From an optimization exercise on the open Yosys and OpenROAD flow, aimed at small area; shortcuts taken in it are not production practice. At most, simulation tests tie the RTL to the original design; equivalence was not proved. Function not checked in runs 1 and 2: the RTL went through the layout flow alone.

==> flow/design.v, too long to show whole: its modules and the start of the top module <==
// module sidRegs: 75 lines
// module sidVoice: 54 lines
// module sidEnvelope: 123 lines
// module sidMixer: 1205 lines
// module sidTop: 79 lines
module sidTop (
  input  logic            clk,
  input  logic            arstN,
  input  logic            clkEn,         
  input  logic            we,
  input  sidPkg::regAddrT addr,
  input  sidPkg::regDataT dataW,
  output sidPkg::regDataT dataR,
  output sidPkg::sampleT  audioOut
);
  // ...
==> flow/flow/run.sh <==
#!/bin/bash
# Own layout flow:
#  1. the standard synthesis (standard.sh), unchanged;
#  2. its combinational logic re-mapped for area with ABC (flow/remap.ys);
#     registers, full adders and tie cells are kept as they are;
#  3. a polarity clean-up (flow/faflip.py): full adders and simple gates
#     built in whichever polarity leaves the fewest inverters; then steps 2
#     and 3 once more;
#  4. the standard layout from floorplan on, with clock tree synthesis told
#     not to add dummy loads.
set -euo pipefail
R=$PWD/orfs/results/$FLOW_PLATFORM/sidTop/base
LIB=$FLOW_HOME/platforms/$FLOW_PLATFORM/lib/sky130_fd_sc_hd__tt_025C_1v80.lib
YOSYS=$FLOW_HOME/../tools/install/yosys/bin/yosys
[[ -x $YOSYS ]] || YOSYS=yosys
PERIOD_PS=$(python3 -c "print(int(round(float('$FLOW_PERIOD_NS') * 1000)))")

bash standard.sh "$R/1_2_yosys.v" > synth.log 2>&1
cp "$R/1_2_yosys.v" "$R/1_2_yosys_std.v"

printf 'set_driving_cell sky130_fd_sc_hd__buf_1\nset_load 5\n' > remap.constr
KEEP=$(grep -oE "sky130_fd_sc_hd__(df|fa_|conb|edf|sdf|dl)[A-Za-z0-9_]*" "$R/1_2_yosys_std.v" | sort -u | tr '\n' ' ')
# the platform's don't-use cells (low-power and probe cells) stay out of the mapping
DONTUSE=$(grep -oE 'cell \("?sky130_fd_sc_hd__(lpflow|probe)[A-Za-z0-9_]*' "$LIB" | sed -E 's/cell \("?/-dont_use /' | sort -u | tr '\n' ' ')
sed -e "s|{LIB}|$LIB|g" -e "s|{DONTUSE}|$DONTUSE|" -e "s|{KEEP}|$KEEP|" -e "s|{IN}|$R/1_2_yosys_std.v|" \
    -e "s|{TOP}|$FLOW_TOP|" -e "s|{SCRIPT}|$PWD/flow/area.abc|" -e "s|{CONSTR}|$PWD/remap.constr|" \
    -e "s|{PERIOD_PS}|$PERIOD_PS|" -e "s|{OUT}|$R/1_2_yosys_remap.v|" -e "s|{STAT}|$PWD/remap_stat.txt|" \
    flow/remap.ys > remap.ys
$YOSYS -q -l remap.log -s remap.ys > remap.out 2>&1

python3 flow/faflip.py "$LIB" "$R/1_2_yosys_remap.v" "$R/1_2_yosys_flip.v" > faflip.log 2>&1

# a second round: ABC again around the re-polarised adders, then the clean-up
sed -e "s|{LIB}|$LIB|g" -e "s|{DONTUSE}|$DONTUSE|" -e "s|{KEEP}|$KEEP|" -e "s|{IN}|$R/1_2_yosys_flip.v|" \
    -e "s|{TOP}|$FLOW_TOP|" -e "s|{SCRIPT}|$PWD/flow/area.abc|" -e "s|{CONSTR}|$PWD/remap.constr|" \
    -e "s|{PERIOD_PS}|$PERIOD_PS|" -e "s|{OUT}|$R/1_2_yosys_remap2.v|" -e "s|{STAT}|$PWD/remap2_stat.txt|" \
    flow/remap.ys > remap2.ys
$YOSYS -q -l remap2.log -s remap2.ys > remap2.out 2>&1
python3 flow/faflip.py "$LIB" "$R/1_2_yosys_remap2.v" "$R/1_2_yosys_flip2.v" > faflip2.log 2>&1
cp "$R/1_2_yosys_flip2.v" "$R/1_2_yosys.v"

CTS="-sink_clustering_enable -repair_clock_nets -dont_use_dummy_load -buf_list sky130_fd_sc_hd__clkbuf_8 -sink_clustering_size 16 -sink_clustering_max_diameter 50"
bash standard.sh "CTS_ARGS=$CTS" finish > layout.log 2>&1
==> flow/flow/area.abc <==
strash
dc2
dch -f
if -K 4
mfs2
strash
dc2
dch -f
amap
mfs
strash
dch -f
amap
mfs
strash
dch -f
amap
topo
==> flow/flow/faflip.py <==
"""Netlist polarity clean-up after the standard synthesis.

A full adder with all three inputs inverted gives both outputs inverted, and
many simple gates have a complementary cell with the same inputs (and2 and
nand2, a21o and a21oi, ...).  Yosys's full-adder extraction leaves many
inverters between adders; this chooses, per full adder and per simple gate,
which polarity to build so that the fewest inverters (by cell area) remain.
Registers and all other cells are left exactly as they are.

usage: faflip.py LIBERTY IN.v OUT.v
"""
import re, sys, collections, random
sys.path.insert(0, __import__('os').path.dirname(__file__))
import libinfo

INV_CELL = 'sky130_fd_sc_hd__inv_1'


def esc(n):
    # an escaped identifier ends at white space
    return n + ' ' if n.startswith('\\') else n


def parse(text):
    m = re.search(r'^module\s+(\S+)\s*\((.*?)\);', text, re.S | re.M)
    head_end = m.end()
    body_end = text.rindex('endmodule')
    body = text[head_end:body_end]
    insts = []
    other = []
    pos = 0
    inst_re = re.compile(r'^\s*(sky130_fd_sc_hd__\w+)\s+(\S+)\s*\((.*?)\);\s*$', re.S | re.M)
    for im in inst_re.finditer(body):
        other.append(body[pos:im.start()])
        pos = im.end()
        pins = [(p, n.strip()) for p, n in re.findall(r'\.(\w+)\(([^()]*)\)', im.group(3))]
        insts.append([im.group(1), im.group(2), pins])
    other.append(body[pos:])
    return text[:head_end], insts, ''.join(other), text[body_end:]


def main(libpath, src, dst):
    cells = libinfo.parse(libpath)
    comp = libinfo.complements(cells)
    area = {n: (c['area'] or 0.0) for n, c in cells.items()}
    outs = {n: set(c['out']) for n, c in cells.items()}
    text = open(src).read()
    head, insts, rest, tail = parse(text)
    ports = set()
    for d in re.findall(r'^\s*(?:input|output|inout)\s+(?:\[[^\]]*\]\s*)?([^;]+);', head + rest, re.M):
        for n in d.split(','):
            ports.add(n.strip())
    assigned = set()
    for a in re.findall(r'assign\s+(.*?);', rest, re.S):
        for tok in re.findall(r'\\?[\w\[\]\.$]+', a):
            assigned.add(tok)

    def portlike(n):
        base = n.split('[')[0].strip()
        return base in ports or n in ports or n in assigned or base in assigned or n.startswith("1'")

    def is_out(typ, p):
        return p in outs.get(typ, ())

    driver = {}
    for i, (typ, name, pins) in enumerate(insts):
        for p, n in pins:
            if is_out(typ, p):
                driver[n] = (i, p)
    # inverters and plain buffers between internal nets are folded away
    fold = {}     # output net -> (input net, parity)
    for i, (typ, name, pins) in enumerate(insts):
        short = typ.split('__')[1]
        if re.match(r'(inv|clkinv)_\d+$', short) or re.match(r'(buf|clkbuf)_\d+$', short):
            d = dict(pins)
            y = d.get('Y', d.get('X'))
            if y is not None and not portlike(y) and not portlike(d['A']):
                fold[y] = (d['A'], 1 if 'inv' in short else 0)

    def root(n):
        par = 0
        while n in fold:
            n, p = fold[n]
            par ^= p
        return n, par

    fa = [i for i, (t, _, _) in enumerate(insts) if re.search(r'__fa_\d+$', t)]
    fa_set = set(fa)
    # simple gates that may be swapped for their complement: only those whose
    # output is an internal net
    gates = []
    for i, (typ, name, pins) in enumerate(insts):
        if typ in comp and i not in fa_set:
            (o,) = outs[typ]
            onet = dict(pins)[o]
            if not portlike(onet):
                gates.append(i)
    gate_set = set(gates)
    gdelta = {i: area[comp[insts[i][0]]] - area[insts[i][0]] for i in gates}
    flip = {i: 0 for i in fa + gates}
    folded_cells = set()
    for i, (typ, name, pins) in enumerate(insts):
        d = dict(pins)
        y = d.get('Y', d.get('X'))
        if y in fold and len(pins) == 2:
            folded_cells.add(i)
    cons = collections.defaultdict(list)
    for i, (typ, name, pins) in enumerate(insts):
        if i in folded_cells:
            continue
        for p, n in pins:
            if is_out(typ, p):
                continue
            r, par = root(n)
            cons[r].append((i, p, par))
    # outputs of kept cells that nothing reads still count as roots
    inv_area = area[INV_CELL]

    def avail(r):
        d = driver.get(r)
        if d and (d[0] in fa_set or d[0] in gate_set) and d[0] not in folded_cells:
            return flip[d[0]]
        return 0

    def need_of(i, par):
        return par ^ (flip[i] if i in fa_set else 0)

    def cost_root(r):
        a = avail(r)
        for (i, p, par) in cons[r]:
            if need_of(i, par) != a:
                return inv_area
        return 0.0

    touch = collections.defaultdict(set)
    for r, lst in cons.items():
        for (i, p, par) in lst:
            if i in fa_set:
                touch[i].add(r)
    for i in fa + gates:
        for p, n in insts[i][2]:
            if is_out(insts[i][0], p):
                touch[i].add(n)

    def local(i):
        return sum(cost_root(r) for r in touch[i]) + (gdelta[i] if (i in gate_set and flip[i]) else 0.0)

    def total():
        return sum(cost_root(r) for r in cons) + sum(gdelta[i] for i in gates if flip[i])

    before = total()
    nodes = fa + gates

    def descend(order):
        changed = True
        while changed:
            changed = False
            for i in order:
                c0 = local(i)
                flip[i] ^= 1
                if local(i) < c0 - 1e-9:
                    changed = True
                else:
                    flip[i] ^= 1

    rng = random.Random(1)
    order = list(nodes)
    descend(order)
    best = total()
    best_flip = dict(flip)
    for _ in range(300):
        for i in rng.sample(nodes, max(1, len(nodes) // 40)):
            flip[i] ^= 1
        rng.shuffle(order)
        descend(order)
        c = total()
        if c <= best + 1e-9:
            best = c
            best_flip = dict(flip)
        else:
            flip.clear()
            flip.update(best_flip)
    flip.clear()
    flip.update(best_flip)
    after = total()
    folded_area = sum(area[insts[i][0]] for i in folded_cells)
    print(f"folded {len(folded_cells)} inverters/buffers ({folded_area:.1f} um2); "
          f"inverter+swap cost before {before:.1f}, after {after:.1f}; "
          f"flipped {sum(flip[i] for i in fa)} of {len(fa)} adders, "
          f"{sum(flip[i] for i in gates)} of {len(gates)} gates")
    # rewrite
    neg_net = {}
    new_insts = []
    decls = []
    k = 0
    for r in cons:
        a = avail(r)
        if any(need_of(i, par) != a for (i, p, par) in cons[r]):
            nn = f"_pfix{k}_"
            neg_net[r] = nn
            decls.append(f"  wire {nn};")
            new_insts.append([INV_CELL, f"_pfixc{k}_", [("A", r), ("Y", nn)]])
            k += 1
    out = []
    for i, (typ, name, pins) in enumerate(insts):
        if i in folded_cells:
            continue
        npins = []
        ntyp = typ
        if i in gate_set and flip[i]:
            ntyp = comp[typ]
            (o_old,) = outs[typ]
            (o_new,) = outs[ntyp]
        for p, n in pins:
            if is_out(typ, p):
                if ntyp != typ and p == o_old:
                    p = o_new
                npins.append((p, n))
                continue
            r, par = root(n)
            npins.append((p, r if need_of(i, par) == avail(r) else neg_net[r]))
        out.append([ntyp, name, npins])
    out += new_insts
    lines = []
    for typ, name, pins in out:
        lines.append(f"  {typ} {name} (\n" + ",\n".join(f"    .{p}({esc(n)})" for p, n in pins) + "\n  );")
    open(dst, 'w').write(head + "\n" + "\n".join(decls) + rest + "\n" + "\n".join(lines) + "\n" + tail)


if __name__ == '__main__':
    main(sys.argv[1], sys.argv[2], sys.argv[3])
==> flow/flow/libinfo.py <==
"""Cell areas, pins and output functions from a liberty file, and pairs of
cells that compute each other's complement from the same input pins."""
import re, itertools


def parse(path):
    cells = {}
    cur = None
    pin = None
    depth = 0
    stack = []
    for line in open(path):
        s = line.strip()
        m = re.match(r'cell \("?([\w]+)"?\)\s*\{', s)
        if m:
            cur = {'name': m.group(1), 'area': None, 'in': [], 'out': {}, 'ff': False}
            cells[cur['name']] = cur
            stack.append('cell')
            continue
        m = re.match(r'pin \("?(\w+)"?\)\s*\{', s)
        if m and cur is not None:
            pin = {'name': m.group(1), 'dir': None, 'func': None}
            stack.append(('pin', pin))
            continue
        if s.endswith('{'):
            if re.match(r'(ff|latch|statetable)\b', s) and cur is not None:
                cur['ff'] = True
            stack.append('x')
            continue
        if s.startswith('}'):
            if stack:
                top = stack.pop()
                if isinstance(top, tuple) and cur is not None:
                    p = top[1]
                    if p['dir'] == 'input':
                        cur['in'].append(p['name'])
                    elif p['dir'] == 'output':
                        cur['out'][p['name']] = p['func']
                if top == 'cell':
                    cur = None
            continue
        if cur is None:
            continue
        m = re.match(r'area\s*:\s*([\d.]+)', s)
        if m and cur['area'] is None and stack and stack[-1] == 'cell':
            cur['area'] = float(m.group(1))
        if stack and isinstance(stack[-1], tuple):
            p = stack[-1][1]
            m = re.match(r'direction\s*:\s*"?(\w+)"?', s)
            if m:
                p['dir'] = m.group(1)
            m = re.match(r'function\s*:\s*"([^"]*)"', s)
            if m:
                p['func'] = m.group(1)
    return cells


def evalf(func, env):
    e = func.replace('!', ' not ').replace('&', ' and ').replace('|', ' or ').replace('^', ' != ')
    for k in sorted(env, key=len, reverse=True):
        e = re.sub(r'\b%s\b' % k, str(bool(env[k])), e)
    return bool(eval(e))


def table(cell):
    (o, f), = cell['out'].items()
    ins = sorted(cell['in'])
    return tuple(evalf(f, dict(zip(ins, bits))) for bits in itertools.product([0, 1], repeat=len(ins)))


def complements(cells, prefix='sky130_fd_sc_hd__'):
    simple = {}
    for n, c in cells.items():
        if c['ff'] or len(c['out']) != 1 or not c['in'] or c['area'] is None:
            continue
        (o, f), = c['out'].items()
        if f is None or len(c['in']) > 5:
            continue
        if any(x in n for x in ('lpflow', 'probe', 'clk', 'dly', 'buf', 'inv')):
            continue
        try:
            simple[n] = (tuple(sorted(c['in'])), table(c))
        except Exception:
            continue
    by = {}
    for n, (ins, t) in simple.items():
        by.setdefault((ins, t), []).append(n)
    pairs = {}
    for n, (ins, t) in simple.items():
        comp = tuple(not x for x in t)
        cands = by.get((ins, comp), [])
        if cands:
            # same drive strength suffix if possible, else smallest area
            suf = n.rsplit('_', 1)[-1]
            same = [c for c in cands if c.rsplit('_', 1)[-1] == suf]
            pool = same or cands
            pairs[n] = min(pool, key=lambda c: cells[c]['area'])
    return pairs


if __name__ == '__main__':
    import sys
    cells = parse(sys.argv[1])
    p = complements(cells)
    for a in sorted(p):
        b = p[a]
        print(a, cells[a]['area'], list(cells[a]['out'])[0], '->', b, cells[b]['area'], list(cells[b]['out'])[0])
==> flow/flow/remap.ys <==
# Re-map the combinational logic of the standard synthesis netlist for area.
# Registers, full adders and tie cells stay exactly as they are (kept as
# black boxes); everything between them goes through ABC again.
read_liberty -ignore_miss_func {LIB}
blackbox {KEEP}
read_verilog {IN}
hierarchy -top {TOP}
flatten
opt_clean
abc -script {SCRIPT} -liberty {LIB} {DONTUSE} -constr {CONSTR} -D {PERIOD_PS}
opt_clean -purge
hilomap -singleton -hicell sky130_fd_sc_hd__conb_1 HI -locell sky130_fd_sc_hd__conb_1 LO
write_verilog -noattr -nohex -nodec {OUT}
tee -o {STAT} stat -liberty {LIB}
==> flow/standard.sh <==
#!/bin/bash
# synth_recipe.tcl (not shown) runs the flow's synth.tcl, then flattens the netlist and writes it again
# the make line also repeats each setting of config.mk as NAME=value (left out here)
make -C /OpenROAD-flow-scripts/flow DESIGN_CONFIG=/design/flow/config.mk WORK_HOME=/design/flow/orfs CLKGATE_MAP_FILE= SYNTH_SCRIPT=/design/flow/synth_recipe.tcl "${@:-finish}"
==> flow/config.mk <==
export PLATFORM = sky130hd
export DESIGN_NAME = sidTop
export DESIGN_NICKNAME = sidTop
export VERILOG_FILES = /design/flow/design.v
export SDC_FILE = /design/flow/constraint.sdc
export NUM_CORES = 4
export LEC_CHECK = 0
export CAP_MARGIN = 20
export CORE_MARGIN = 2
export CORE_UTILIZATION = 60
export CTS_BUF_LIST = sky130_fd_sc_hd__clkbuf_4
export GPL_TIMING_DRIVEN = 0
export SLEW_MARGIN = 20
==> flow/constraint.sdc <==
create_clock -name core_clock -period 9.0 [get_ports {clk}]
set_input_delay 1.8000 -clock core_clock [delete_from_list [all_inputs] [get_ports {clk}]]
set_output_delay 1.8000 -clock core_clock [all_outputs]
set_load 0.01 [all_outputs]
==> flow_metrics.env, run 1 <==
export IMPL_drtPass1Iterations=8
export IMPL_buf_share=0.0220
export IMPL_whs_endpoint="iMixer.clipDly[15]$_DFF_PN0_"
export IMPL_drc=0
export IMPL_tightest_slew_ps=943
export IMPL_dp_cells=3487
export IMPL_grtUsageMet1=0.455
export IMPL_netlist_area_sq_mm=0.0272
export IMPL_skew_ps=122
export IMPL_tapCellCount=600
export IMPL_num_nonclk_buffers=56
export IMPL_endpoint="iMixer.clipReg[6]$_DFF_PN0_"
export IMPL_globalplace_congestion=0.906
export IMPL_antennaDiodeCount=1
export IMPL_status="timing/DRC/antenna clean"
export IMPL_mappedNetlistNets=3183
export IMPL_maxCapViolations=0
export IMPL_cp_common_cell="fa_1"
export IMPL_largest_reg_flops=72
export IMPL_wl_met2_mm=32.5
export IMPL_layout_common_cells="nor2_1, dfrtp_1, fa_1"
export IMPL_rrSetupSlack_ps=460
export IMPL_wl_met3_mm=4.78
export IMPL_setup_violations=0
export IMPL_nClkBuffers=46
export IMPL_cp_start_kind="input port"
export IMPL_worstReg2RegStart="genVoice[0].iEnv.env[7]$_DFFE_PN0P_"
export IMPL_netlist_instances=2836
export IMPL_hold_buffers=0
export IMPL_nNetsFinal=3290
export IMPL_final_common_cell="nor2_1"
export IMPL_crit_type="input port to register"
export IMPL_path_buf_inv=4
export IMPL_r2r_end="iMixer.clipReg[6]$_DFF_PN0_"
export IMPL_drv_slew=0
export IMPL_startpoint="addr[1]"
export IMPL_cp_data_required_time_ps=9440
export IMPL_r2r_cells=26
export IMPL_fin_crit_ps=8620
==> run 2: changes to the inputs <==
--- a/flow/flow/run.sh
+++ b/flow/flow/run.sh
@@ -7,7 +7,7 @@
 #     built in whichever polarity leaves the fewest inverters; then steps 2
 #     and 3 once more;
 #  4. the standard layout from floorplan on, with clock tree synthesis told
-#     not to add dummy loads.
+#     not to add dummy loads, and the port buffers made with buf_1.
 set -euo pipefail
 R=$PWD/orfs/results/$FLOW_PLATFORM/sidTop/base
 LIB=$FLOW_HOME/platforms/$FLOW_PLATFORM/lib/sky130_fd_sc_hd__tt_025C_1v80.lib
@@ -40,4 +40,4 @@
 cp "$R/1_2_yosys_flip2.v" "$R/1_2_yosys.v"
 
 CTS="-sink_clustering_enable -repair_clock_nets -dont_use_dummy_load -buf_list sky130_fd_sc_hd__clkbuf_8 -sink_clustering_size 16 -sink_clustering_max_diameter 50"
-bash standard.sh "CTS_ARGS=$CTS" finish > layout.log 2>&1
+bash standard.sh "CTS_ARGS=$CTS" "BUFFER_PORTS_ARGS=-buffer_cell sky130_fd_sc_hd__buf_1" finish > layout.log 2>&1
==> flow_metrics.env, run 2 <==
export IMPL_crit_path_max_fanout=10
export IMPL_final_common_cell="nor2_1"
export IMPL_drv_slew=0
export IMPL_path_clk_slew_ps=90
export IMPL_area_growth_pct=7.88
export IMPL_rows=78
export IMPL_num_vias=22000
export IMPL_rrSetupSlack_ps=390
export IMPL_syn_area_per_cell_sq_um=9.60
export IMPL_hold_viol_final=0
export IMPL_relSlewSlack=0.337
export IMPL_core_area_sq_mm=0.0451
export IMPL_postRouteAntennaNets=0
export IMPL_endpoint_kind="register"
export IMPL_layout_common_cells="nor2_1, dfrtp_1, fa_1"
export IMPL_hp_class="register to register"
export IMPL_top_register="genVoice.iVoice.acc"
export IMPL_drt_iter0_drc=1967
export IMPL_cp_data_required_time_ps=9440
export IMPL_cts_root_buffer="clkbuf_8"
export IMPL_cpPeakStageDelay_ps=610
export IMPL_die_w_um=217
export IMPL_antenna_found_initial=0
export IMPL_ioPinCount=41
export IMPL_wl_per_cell_um=19.8
export IMPL_arrival_ps=9050
export IMPL_wl_mm=70.6
export IMPL_grt_pass1_vias=22400
export IMPL_slowest_stage="dfrtp_1"
export IMPL_holdWs_ps=349
export IMPL_largest_reg_flops=72
export IMPL_nNetsFinal=3306
export IMPL_crit_type="register to register"
export IMPL_die_y_um=217
export IMPL_overflow=0
export IMPL_globalplace_congestion=0.954
export IMPL_numPortBuffers=40
export IMPL_tightest_slew_ps=986
export IMPL_maxCapViolations=0
export IMPL_antennaDiodeCount=0
export IMPL_cp_common_cell="fa_1"
export IMPL_fin_util=0.651
export IMPL_fmax_mhz=116
export IMPL_cts_tree="yes"
export IMPL_cts_inserted_buffers=42
export IMPL_netlist_area_sq_mm=0.0272
export IMPL_drtPass1Iterations=6
export IMPL_fin_crit_ps=8610
export IMPL_grt_max_degree=49
export IMPL_grtUsageTotal=0.314
export IMPL_initial_core_util=0.604
export IMPL_netlist_instances=2836
export IMPL_mappedNetlistNets=3183
export IMPL_clock_latency_ps=680
export IMPL_final_area_sq_mm=0.0294
export IMPL_hold_buffers=0
export IMPL_post_dp_hpwl_mm=52.6
export IMPL_drc=0
export IMPL_dp_cells=3495
export IMPL_min_period_over_period=0.957
export IMPL_setup_violations=0
export IMPL_cts_sinks=397
export IMPL_drive_gt1_frac=0.0386
export IMPL_cts_path_max_buffers=3
export IMPL_avgViaCountPerCell=6.18
export IMPL_tns_ps=0
export IMPL_ys_warn_count=4
export IMPL_reg_top3="genVoice.iVoice.acc x72, genVoice.iEnv.prescale x48, iRegs.freq x48"
export IMPL_grt_pass1_wl_mm=117
export IMPL_placed_area_sq_mm=0.0285
export IMPL_final_cells=3557
export IMPL_status="timing/DRC/antenna clean"
export IMPL_htreeDepth=2
export IMPL_cp_start_kind="register"
export IMPL_dieArea_sq_mm=0.0471
export IMPL_skew_ps=119
-- run 2: path summary, 6_finish.rpt --
kind	startpoint	endpoint	cells after the start
max	genVoice[1].iEnv.env[7]$_DFFE_PN0P_	iMixer.clipReg[6]$_DFF_PN0_	26
min	iMixer.clipReg[4]$_DFF_PN0_	iMixer.clipDly[4]$_DFF_PN0_	0
max reg2reg	genVoice[1].iEnv.env[7]$_DFFE_PN0P_	iMixer.clipReg[6]$_DFF_PN0_	26
min reg2reg	iMixer.clipReg[4]$_DFF_PN0_	iMixer.clipDly[4]$_DFF_PN0_	0
max in group asynchronous	arstN	iMixer.clipReg[13]$_DFF_PN0_	6
min in group asynchronous	arstN	genVoice[0].iEnv.prescale[14]$_DFF_PN0_	1
-- run 2: timing repair --
action | in CTS | in global routing
pin swaps | 1 | 4
cloned | 0 | 1
setup endpoints to repair | 16 | 16
resized for setup | 16 | 23
buffers inserted | 1 | 18
-- run 2: layer usage --
metal | part of all wire | global-route usage | vias to the layer above
met1 | 0.44 | 0.458 | 11000
met4 | 0.022 | 0.0833 | 0
met3 | 0.068 | 0.0398 | 130
li1 | - | - | 10000
met5 | 0 | 0 | -
met2 | 0.47 | 0.505 | 773
-- run 2: cell type report --
cell class              count  area, sq um
clock buffers              42          578
multi-input cells        2133        16200
repair buffers             78          706
fillers                  3734        15700
well taps                 600          751
inverters                 307         1180
flip-flops and latches    397         9930
-- run 2: through the flow --
stage	setup slack, ps
5_1_grt	-41.0
6_report	391
2_1_floorplan	426
3_3_place_gp	-13710
3_5_place_dp	-2260
4_1_cts	15.2
-- run 2: worst max-delay path, delay by kind of cell, from the launching register on --
family	cells	cell delay, ps
buffers and inverters	1	320
AND/OR/NAND/NOR	8	1340
AO/OA/AOI/OAI	6	1060
flip-flops	1	610
adder cells (fa/ha/maj)	11	5020
==> module sidVoice, before the edit <==
module sidVoice (
  input  logic         clk,
  input  logic         arstN,
  input  logic         clkEn,
  input  sidPkg::freqT freq,
  input  sidPkg::pwT   pulseWidth,
  input  logic [2:0]   waveSel,       
  input  logic         testBit,
  output sidPkg::waveT wave
);
  logic [23:0] acc;
  logic [23:0] accSum;
  logic [15:0] lowSum;      
  logic [16:0] carry;
  logic [23:16] allOnes;    
  logic [11:0] sawWave;
  logic [11:0] triWave;
  logic        pulseBit;
  logic [11:0] mixWave;
  assign carry[0] = 1'b0;
  for (genvar k = 0; k < 16; k++) begin : genAdd
    assign lowSum[k]  = acc[k] ^ freq[k] ^ carry[k];
    assign carry[k+1] = (acc[k] & freq[k]) | (acc[k] & carry[k]) | (freq[k] & carry[k]);
  end
  assign accSum[15:0] = clkEn ? lowSum : acc[15:0];
  assign allOnes[16] = 1'b1;
  for (genvar k = 17; k < 24; k++) begin : genOnes
    assign allOnes[k] = allOnes[k-1] & acc[k-1];
  end
  assign accSum[23:16] = acc[23:16] ^ ({8{carry[16] & clkEn}} & allOnes[23:16]);
  always_ff @(posedge clk or negedge arstN) begin
    if (!arstN) begin
      acc <= '0;
    end else begin
      acc <= accSum & {24{~testBit}};
    end
  end
  always_comb begin
    sawWave  = acc[23:12];
    triWave  = acc[22:11] ^ {12{acc[23]}};
    pulseBit = (acc[23:12] >= pulseWidth);
    mixWave  = (triWave | {12{~waveSel[0]}}) &
               (sawWave | {12{~waveSel[1]}}) &
               {12{pulseBit | ~waveSel[2]}} &
               {12{|waveSel}};
  end
  always_ff @(posedge clk or negedge arstN) begin
    if (!arstN) begin
      wave <= '0;
    end else begin
      wave <= mixWave;
    end
  end
endmodule
==> run 3: changes to the inputs <==
--- a/flow/design.v
+++ b/flow/design.v
@@ -171,24 +171,24 @@
 );
   logic [23:0] acc;
   logic [23:0] accSum;
-  logic [15:0] lowSum;      
+  logic [15:0] addend;
   logic [16:0] carry;
   logic [23:16] allOnes;    
   logic [11:0] sawWave;
   logic [11:0] triWave;
   logic        pulseBit;
   logic [11:0] mixWave;
+  assign addend   = freq & {16{clkEn}};
   assign carry[0] = 1'b0;
   for (genvar k = 0; k < 16; k++) begin : genAdd
-    assign lowSum[k]  = acc[k] ^ freq[k] ^ carry[k];
-    assign carry[k+1] = (acc[k] & freq[k]) | (acc[k] & carry[k]) | (freq[k] & carry[k]);
+    assign accSum[k]  = acc[k] ^ addend[k] ^ carry[k];
+    assign carry[k+1] = (acc[k] & addend[k]) | (acc[k] & carry[k]) | (addend[k] & carry[k]);
   end
-  assign accSum[15:0] = clkEn ? lowSum : acc[15:0];
   assign allOnes[16] = 1'b1;
   for (genvar k = 17; k < 24; k++) begin : genOnes
     assign allOnes[k] = allOnes[k-1] & acc[k-1];
   end
-  assign accSum[23:16] = acc[23:16] ^ ({8{carry[16] & clkEn}} & allOnes[23:16]);
+  assign accSum[23:16] = acc[23:16] ^ ({8{carry[16]}} & allOnes[23:16]);
   always_ff @(posedge clk or negedge arstN) begin
     if (!arstN) begin
       acc <= '0;
--- a/flow/flow/run.sh
+++ b/flow/flow/run.sh
@@ -7,7 +7,7 @@
 #     built in whichever polarity leaves the fewest inverters; then steps 2
 #     and 3 once more;
 #  4. the standard layout from floorplan on, with clock tree synthesis told
-#     not to add dummy loads, and the port buffers made with buf_1.
+#     not to add dummy loads.
 set -euo pipefail
 R=$PWD/orfs/results/$FLOW_PLATFORM/sidTop/base
 LIB=$FLOW_HOME/platforms/$FLOW_PLATFORM/lib/sky130_fd_sc_hd__tt_025C_1v80.lib
@@ -39,5 +39,5 @@
 python3 flow/faflip.py "$LIB" "$R/1_2_yosys_remap2.v" "$R/1_2_yosys_flip2.v" > faflip2.log 2>&1
 cp "$R/1_2_yosys_flip2.v" "$R/1_2_yosys.v"
 
-CTS="-sink_clustering_enable -repair_clock_nets -dont_use_dummy_load -buf_list sky130_fd_sc_hd__clkbuf_8 -sink_clustering_size 16 -sink_clustering_max_diameter 50"
-bash standard.sh "CTS_ARGS=$CTS" "BUFFER_PORTS_ARGS=-buffer_cell sky130_fd_sc_hd__buf_1" finish > layout.log 2>&1
+CTS="-sink_clustering_enable -repair_clock_nets -dont_use_dummy_load -buf_list sky130_fd_sc_hd__clkbuf_8 -sink_clustering_size 18 -sink_clustering_max_diameter 55"
+bash standard.sh "CTS_ARGS=$CTS" finish > layout.log 2>&1
--- a/flow/flow/faflip.py
+++ b/flow/flow/faflip.py
@@ -193,13 +193,18 @@
     new_insts = []
     decls = []
     k = 0
+    # fresh names: a prefix that no existing name in the netlist starts with
+    tag = 0
+    while f"_pfix{tag}x" in text:
+        tag += 1
+    pre = f"_pfix{tag}x"
     for r in cons:
         a = avail(r)
         if any(need_of(i, par) != a for (i, p, par) in cons[r]):
-            nn = f"_pfix{k}_"
+            nn = f"{pre}{k}_"
             neg_net[r] = nn
             decls.append(f"  wire {nn};")
-            new_insts.append([INV_CELL, f"_pfixc{k}_", [("A", r), ("Y", nn)]])
+            new_insts.append([INV_CELL, f"{pre}c{k}_", [("A", r), ("Y", nn)]])
             k += 1
     out = []
     for i, (typ, name, pins) in enumerate(insts):
@@ -224,6 +229,19 @@
     lines = []
     for typ, name, pins in out:
         lines.append(f"  {typ} {name} (\n" + ",\n".join(f"    .{p}({esc(n)})" for p, n in pins) + "\n  );")
+    # sanity: every net driven at most once, and every read net still driven
+    drv_count = collections.Counter()
+    reads = set()
+    for typ, name, pins in out:
+        for p, n in pins:
+            if is_out(typ, p):
+                drv_count[n] += 1
+            else:
+                reads.add(n)
+    multi = [n for n, c in drv_count.items() if c > 1]
+    undriven = [n for n in reads if n not in drv_count and n not in driver and not portlike(n)]
+    if multi or undriven:
+        raise SystemExit(f"netlist check failed: multiply driven {multi[:5]}, undriven {undriven[:5]}")
     open(dst, 'w').write(head + "\n" + "\n".join(decls) + rest + "\n" + "\n".join(lines) + "\n" + tail)
 
 
==> flow_metrics.env, run 3 <==
export IMPL_status="timing/DRC/antenna clean"
export IMPL_area_growth_pct=8.37
export IMPL_largest_reg_flops=72
export IMPL_cts_tree="yes"
export IMPL_n_fill_cell=3678
export IMPL_slowest_stage="fa_1"
export IMPL_hp_class="register to register"
export IMPL_hold_buffers=0
export IMPL_die_w_um=216
export IMPL_overflow=0
export IMPL_core_area_sq_mm=0.0443
export IMPL_tightest_slew_ps=975
export IMPL_maxCapViolations=0
export IMPL_mappedNetlistNets=3206
export IMPL_min_period_over_period=0.962
export IMPL_final_cells=3556
export IMPL_setup_violations=0
export IMPL_cp_common_cell="fa_1"
export IMPL_nNetsFinal=3313
export IMPL_grtUsageTotal=0.306
export IMPL_rows=77
export IMPL_drt_iter0_drc=1968
export IMPL_antennaDiodeCount=0
export IMPL_ys_warn_count=4
export IMPL_cp_data_required_time_ps=9580
export IMPL_tns_ps=0
export IMPL_drv_slew=0
export IMPL_grt_pass1_vias=21900
export IMPL_cts_root_buffer="clkbuf_8"
export IMPL_netlist_instances=2859
export IMPL_clock_latency_ps=680
export IMPL_startpoint="clkEn"
export IMPL_grt_max_degree=93
export IMPL_die_y_um=216
export IMPL_wl_per_cell_um=19.4
export IMPL_drtPass1Iterations=6
export IMPL_arrival_ps=9230
export IMPL_fin_crit_ps=8660
export IMPL_wl_mm=69.1
export IMPL_postRouteAntennaNets=0
export IMPL_dp_cells=3500
export IMPL_fmax_mhz=116
export IMPL_cts_path_max_buffers=3
export IMPL_path_clk_slew_ps=100
export IMPL_top_register="genVoice.iVoice.acc"
export IMPL_endpoint_kind="register"
export IMPL_cpPeakStageDelay_ps=430
export IMPL_cts_sinks=397
export IMPL_post_dp_hpwl_mm=51.2
export IMPL_htreeDepth=2
export IMPL_num_vias=21700
export IMPL_cts_inserted_buffers=40
export IMPL_ioPinCount=41
export IMPL_layout_common_cells="nor2_1, dfrtp_1, inv_1"
export IMPL_dieArea_sq_mm=0.0467
export IMPL_netlist_area_sq_mm=0.0270
export IMPL_worstReg2RegStart="genVoice[0].iEnv.env[0]$_DFFE_PN0P_"
export IMPL_cp_start_kind="input port"
export IMPL_globalplace_congestion=0.932
export IMPL_reg_top3="genVoice.iVoice.acc x72, genVoice.iEnv.prescale x48, iRegs.freq x48"
export IMPL_syn_area_per_cell_sq_um=9.44
export IMPL_grt_pass1_wl_mm=113
export IMPL_avgViaCountPerCell=6.12
export IMPL_hold_viol_final=0
export IMPL_antenna_found_initial=0
export IMPL_drc=0
export IMPL_numPortBuffers=40
export IMPL_crit_path_max_fanout=16
export IMPL_initial_core_util=0.609
export IMPL_crit_type="input port to register"
export IMPL_drive_gt1_frac=0.0401
export IMPL_skew_ps=127
export IMPL_relSlewSlack=0.350
export IMPL_holdCritStartpoint="iMixer.clipReg[10]$_DFF_PN0_"
export IMPL_final_common_cell="nor2_1"
[run 3: stage by stage]
step | hold WS (ps) | instance area, sq um | setup WS, ps | utilization
after global placement | 335 | 28100 | -10800 | 0.635
after floorplan | 331 | 27000 | 81.4 | -
after detailed placement | 336 | 28300 | -1790 | 0.639
after CTS | 322 | 29000 | 4.95 | 0.654
final | 318 | 29200 | 343 | 0.660
after global routing | 327 | 29200 | -33.6 | 0.660
[run 3: routing by layer]
layer,vias to the layer above,share of wire,track usage
met1,10800,0.42,0.435
met4,0,0.035,0.111
met3,181,0.083,0.0592
li1,9870,-,-
met2,860,0.46,0.474
met5,-,0,0
[run 3: area by class of cell]
type                            instances  area [sq um]  area share
Multi-Input combinational cell       2132         16000       0.548
Sequential cell                       397          9930       0.340
Inverter                              331          1260      0.0430
Timing Repair Buffer                   64           742      0.0254
Tap cell                              592           741      0.0253
Clock buffer                           40           551      0.0188
[run 3: final timing paths]
kind	endpoint	slack, ps	depth (start not counted)
max	genVoice[0].iVoice.acc[23]$_DFF_PN0_	340	29
min	iMixer.clipDly[10]$_DFF_PN0_	320	0
max reg2reg	iMixer.clipReg[5]$_DFF_PN0_	710	34
min reg2reg	iMixer.clipDly[10]$_DFF_PN0_	320	0
max in group asynchronous	iRegs.freq[32]$_DFFE_PN0P_	6200	4
min in group asynchronous	iMixer.audioOut[0]$_DFF_PN0_	1210	1
[run 3: repair_timing]
item,CTS,global route
buffers inserted,4,8
gates resized for setup,28,36
setup endpoints to repair,32,25
cloned,1,1
pin swaps,1,6
[run 3: critical path, delay by kind of cell]
kind | cells | cell delay [ps]
AOI/OAI and AO/OA | 1 | 230
adders and majority gates | 15 | 5580
buffers and inverters | 5 | 600
and+or+nand+nor | 8 | 1010

[re-timing with driven ports]
How much do the figures lean on ideal ports? The routed layouts below were timed once more, with nothing changed but the port constraints.
Step 1: set_driving_cell puts a clkbuf_16 on clk and a buf_2 on each other input, an assumption about the parent block.
Step 2, shift: input delay + t, output delay - t, t = (earliest + latest rising clock arrival at the registers) / 2. This alone moves slack from input paths to output paths.
Slacks: no drivers / after step 1 / after step 2; pairs: no drivers / after step 1.
| run | t, ns | slack for setup (ns) | worst slew at a driven data input, ns |
|---|---|---|---|
| run 1 | 0.665 | 0.380 / 0.416 / -0.250 | 0.05 |
| run 2 | 0.675 | 0.391 / 0.391 / -0.244 | 0.04 |
| run 3 | 0.669 | 0.343 / 0.348 / -0.321 | 0.05 |
With both steps, setup timing fails in every run listed, where it was met with ideal ports. For run 3, which loses most, drivers alone change the setup slack by +0.005 ns; drivers and shift together by -0.664 ns.
